Background: an optimization exercise with open tools, aiming at small area, a short achievable clock period and few clock cycles per item. Do not read the settings as production practice. Function was checked by simulation only, so behaviour that the tests miss may differ from the original. Power figures rest on the tool's default switching activity, not on a simulated workload.

Design proc_mc, start of the top module:
module proc_mc
#(
    parameter  int BUSW   = 32,
    parameter  int RWORDS = 16,
    parameter  int IMMW   = 12,
    parameter  int PSRW   = 5,
    localparam int RINDW  = $clog2(RWORDS)
) (
    input  logic             clk,
    input  logic             rst,
    input  logic             in_valid,
    output logic             in_ready,
    input  logic [3:0]       opcode,
    input  logic             src_is_imm,
    input  logic [IMMW-1:0]  src_op,
    input  logic [RINDW-1:0] dst_op,
    output logic [BUSW-1:0]  res,
    output logic             res_valid,
    output logic [PSRW-1:0]  status,
    output logic             br_taken,
    output logic             halted,
    output logic             illegal
);
Size in the first run: ~2,600 cells after synthesis, ~710 flip-flops.
==> flow/config.mk <==
export PLATFORM = sky130hd
export DESIGN_NAME = proc_mc
export DESIGN_NICKNAME = proc_mc
export VERILOG_FILES = /design/flow/design.v
export SDC_FILE = /design/flow/constraint.sdc
export NUM_CORES = 4
export LEC_CHECK = 0
export ABC_CLOCK_PERIOD_IN_PS = 3000
export CAP_MARGIN = 20
export CORE_MARGIN = 2
export CORE_UTILIZATION = 40
export CTS_CLUSTER_DIAMETER = 100
export CTS_CLUSTER_SIZE = 22
export PLACE_DENSITY = 0.7
export SETUP_SLACK_MARGIN = 5
export SLEW_MARGIN = 20
==> flow/constraint.sdc <==
create_clock -name core_clock -period 9.0 [get_ports {clk}]
set_input_delay 1.8000 -clock core_clock [delete_from_list [all_inputs] [get_ports {clk}]]
set_output_delay 1.8000 -clock core_clock [all_outputs]
set_load 0.01 [all_outputs]
standard.sh (not shown) runs the stock make flow with config.mk's settings and CLKGATE_MAP_FILE= SYNTH_SCRIPT=/design/flow/synth_recipe.tcl, a recipe that flattens the netlist after the stock synthesis.
==> flow/flow/run.sh <==
#!/bin/bash
# Standard ORFS layout, with repair_timing aiming for more setup slack.
set -euo pipefail
bash standard.sh SETUP_SLACK_MARGIN=6 finish > standard.log 2>&1
Testbench counts at the start, summed over its fixed seeds: cycles 16,032, items 16,000.
Rerun with:
--- a/flow/config.mk
+++ b/flow/config.mk
@@ -12,5 +12,4 @@
 export CTS_CLUSTER_DIAMETER = 100
 export CTS_CLUSTER_SIZE = 22
-export PLACE_DENSITY = 0.7
 export SETUP_SLACK_MARGIN = 5
 export SLEW_MARGIN = 20
=> The new run finished with timing, DRC and antenna clean. Synthesized area stays the same. Core utilization climbs by 0.11 points. Worst hold slack hardly moves. Non-clock buffer count increases by 8. Combinational power stays flat. Die area stays the same. Routed wire length went up by 3.6%. Final area stays flat. Global-route usage climbs by 1.2 points.

## run 1
Another version of the RTL of proc_mc (not shown whole).
Size in the first run: about 3,000 cells after synthesis, about 730 flip-flops, about 66 I/O pins, ~0.035 mm² of cells after synthesis.
==> flow/design.v (excerpt) <==
module proc_mc
#(
    parameter  int BUSW   = 32,
    parameter  int RWORDS = 16,
    parameter  int IMMW   = 12,
    parameter  int PSRW   = 5,
    localparam int RINDW  = $clog2(RWORDS)
) (
    input  logic             clk,
    input  logic             rst,
    input  logic             in_valid,
    output logic             in_ready,
    input  logic [3:0]       opcode,
    input  logic             src_is_imm,
    input  logic [IMMW-1:0]  src_op,
    input  logic [RINDW-1:0] dst_op,
    output logic [BUSW-1:0]  res,
    output logic             res_valid,
    output logic [PSRW-1:0]  status,
    output logic             br_taken,
    output logic             halted,
    output logic             illegal
);
Settings: LEC_CHECK=0, ABC_CLOCK_PERIOD_IN_PS=3000, CAP_MARGIN=20, CORE_MARGIN=2, CORE_UTILIZATION=40, SETUP_SLACK_MARGIN=5, SLEW_MARGIN=20; clock period 9.0 ns.
Scripts as last shown in full above: flow/flow/run.sh
Having completed the whole flow, run 1 delivered a layout that passed the timing, design-rule and antenna checks.
Testbench counts of run 1, summed over its fixed seeds: cycles 16,032, items 16,000.
Setup changes, run 1 to run 2
Settings: putting CTS_CLUSTER_SIZE at 30 where nothing was set; putting CTS_BUF_LIST at sky130_fd_sc_hd__clkbuf_8 where nothing was set.
Results
Worst hold path depth across run 1 and run 2: no real change. Run 2 vs run 1 on non-clock buffer count: run 2 is the lower one. Post-route fraction of the period consumed by the critical path was higher in run 2 than in run 1. On post-route standard cell area excluding fillers: between run 1 and run 2, it ends up higher for run 1. Run 1 has lower measured slew at the worst slew-check pin than run 2. In the flow results for run 1 and run 2, the combinational share of power is larger on run 2.
diff inputs: run 2 => run 3
Settings: a deleted CTS_CLUSTER_SIZE that had been 30; a deleted CTS_BUF_LIST that had been sky130_fd_sc_hd__clkbuf_8.
==> flow/flow/run.sh <==
#!/bin/bash
# Standard ORFS layout, with repair_timing aiming for more setup slack.
set -euo pipefail
bash standard.sh SETUP_SLACK_MARGIN=7 finish > standard.log 2>&1
==> summary.txt <==
Taking run 2 as the reference, in run 3 average via count per standard cell higher, share of the synthesized area in compound gates (AO/OA/AOI/OAI) barely changed.
Between run 3 and run 2, the count of clock-buffer cells in the layout is lower for run 3.
Run 3 reports a higher sum of internal, switching and leakage power than run 2 does.
Run 3 vs. run 2: wire length reported by the detailed router picked up an extra about 9%, clock period minus final worst setup slack dropped 0.095 ns.
Combinational power, run 3 and run 2: higher on run 3
diff inputs: run 3 => run 4
==> flow/run.sh (new file) <==
#!/bin/bash
# synth_recipe.tcl (not shown) runs the flow's synth.tcl, then flattens the netlist and writes it again
# the make line also repeats each setting of config.mk as NAME=value (left out here)
make -C /OpenROAD-flow-scripts/flow DESIGN_CONFIG=/design/flow/config.mk WORK_HOME=/design/flow/orfs CLKGATE_MAP_FILE= SYNTH_SCRIPT=/design/flow/synth_recipe.tcl finish
removed: flow/flow/run.sh
removed: flow/standard.sh
- Run 4 did not stop at any stage, and its layout met the timing, design-rule and antenna checks.
- As of run 4, routed wire length had fallen by more than 10% compared to run 3.
- Looking at endpoint of the worst setup timing path, the e_y_q[26] result is from run 4; the in_ready one comes from run 3.
- Higher worst setup slack after placement goes to run 3 over run 4.
- Of run 4 and run 3, the lower switching power as a share of total power belongs to run 4.
- Re largest fanout on the critical path: run 4 is 6 up on run 3.
- Between run 3 and run 4, the flow reports average detailed-routed wire length per instance decreasing by a few percent.
- In the tables for run 4 and run 3, global placer's final weighted congestion reads lower with run 3.
- reg -> reg as the critical setup path kind was reported by run 4, and reg -> out by run 3.
- Power in combinational cells, run 4 and run 3: lower on run 4
- When run 4 is set beside run 3, its fmax turns out to be about 23% smaller.
- On run 4: non-clock buffer count is about 60% lower than what run 3 gave.
- The sequential share of power of run 4 is higher than that of run 3.

==> re-timing with driven ports <==
No port has a modelled driver above. Below, the same layouts with a new extraction and two added sets of constraints. Step 1: set_driving_cell puts a clkbuf_16 on clk and a buf_2 on each other input, an assumption about the parent block. Step 2 moves the port delays by t, midway between the first and last clock arrival at a register: inputs arrive t later, outputs are due t later. That takes back most of the time a late clock gives input paths. Slacks: no drivers / after step 1 / after step 2; pairs: no drivers / after step 1.
run	t (ns)	setup WS [ns]	worst setup path at the end	clock arrival spread, ns	worst data-port slew with drivers (ns)
the first run of note 1	0.658	5.909 / 5.909 / 5.371	input to register	0.037 / 0.036	0.06
the second run of note 1	0.663	5.950 / 5.949 / 5.541	input to register	0.030 / 0.030	0.06
run 1	0.699	6.002 / 5.937 / 6.016	register to register	0.046 / 0.046	0.07
run 2	0.784	5.928 / 5.860 / 5.972	register to register	0.033 / 0.032	0.07
run 3	0.703	6.023 / 5.956 / 6.186	register to register	0.032 / 0.032	0.06
run 4	0.695	5.154 / 5.154 / 5.154	register to register	0.027 / 0.027	0.05
After both steps every run listed still meets setup and hold. For the first run of note 1, which loses most, drivers alone change the setup slack by 0.000 ns; drivers and shift together by -0.538 ns.
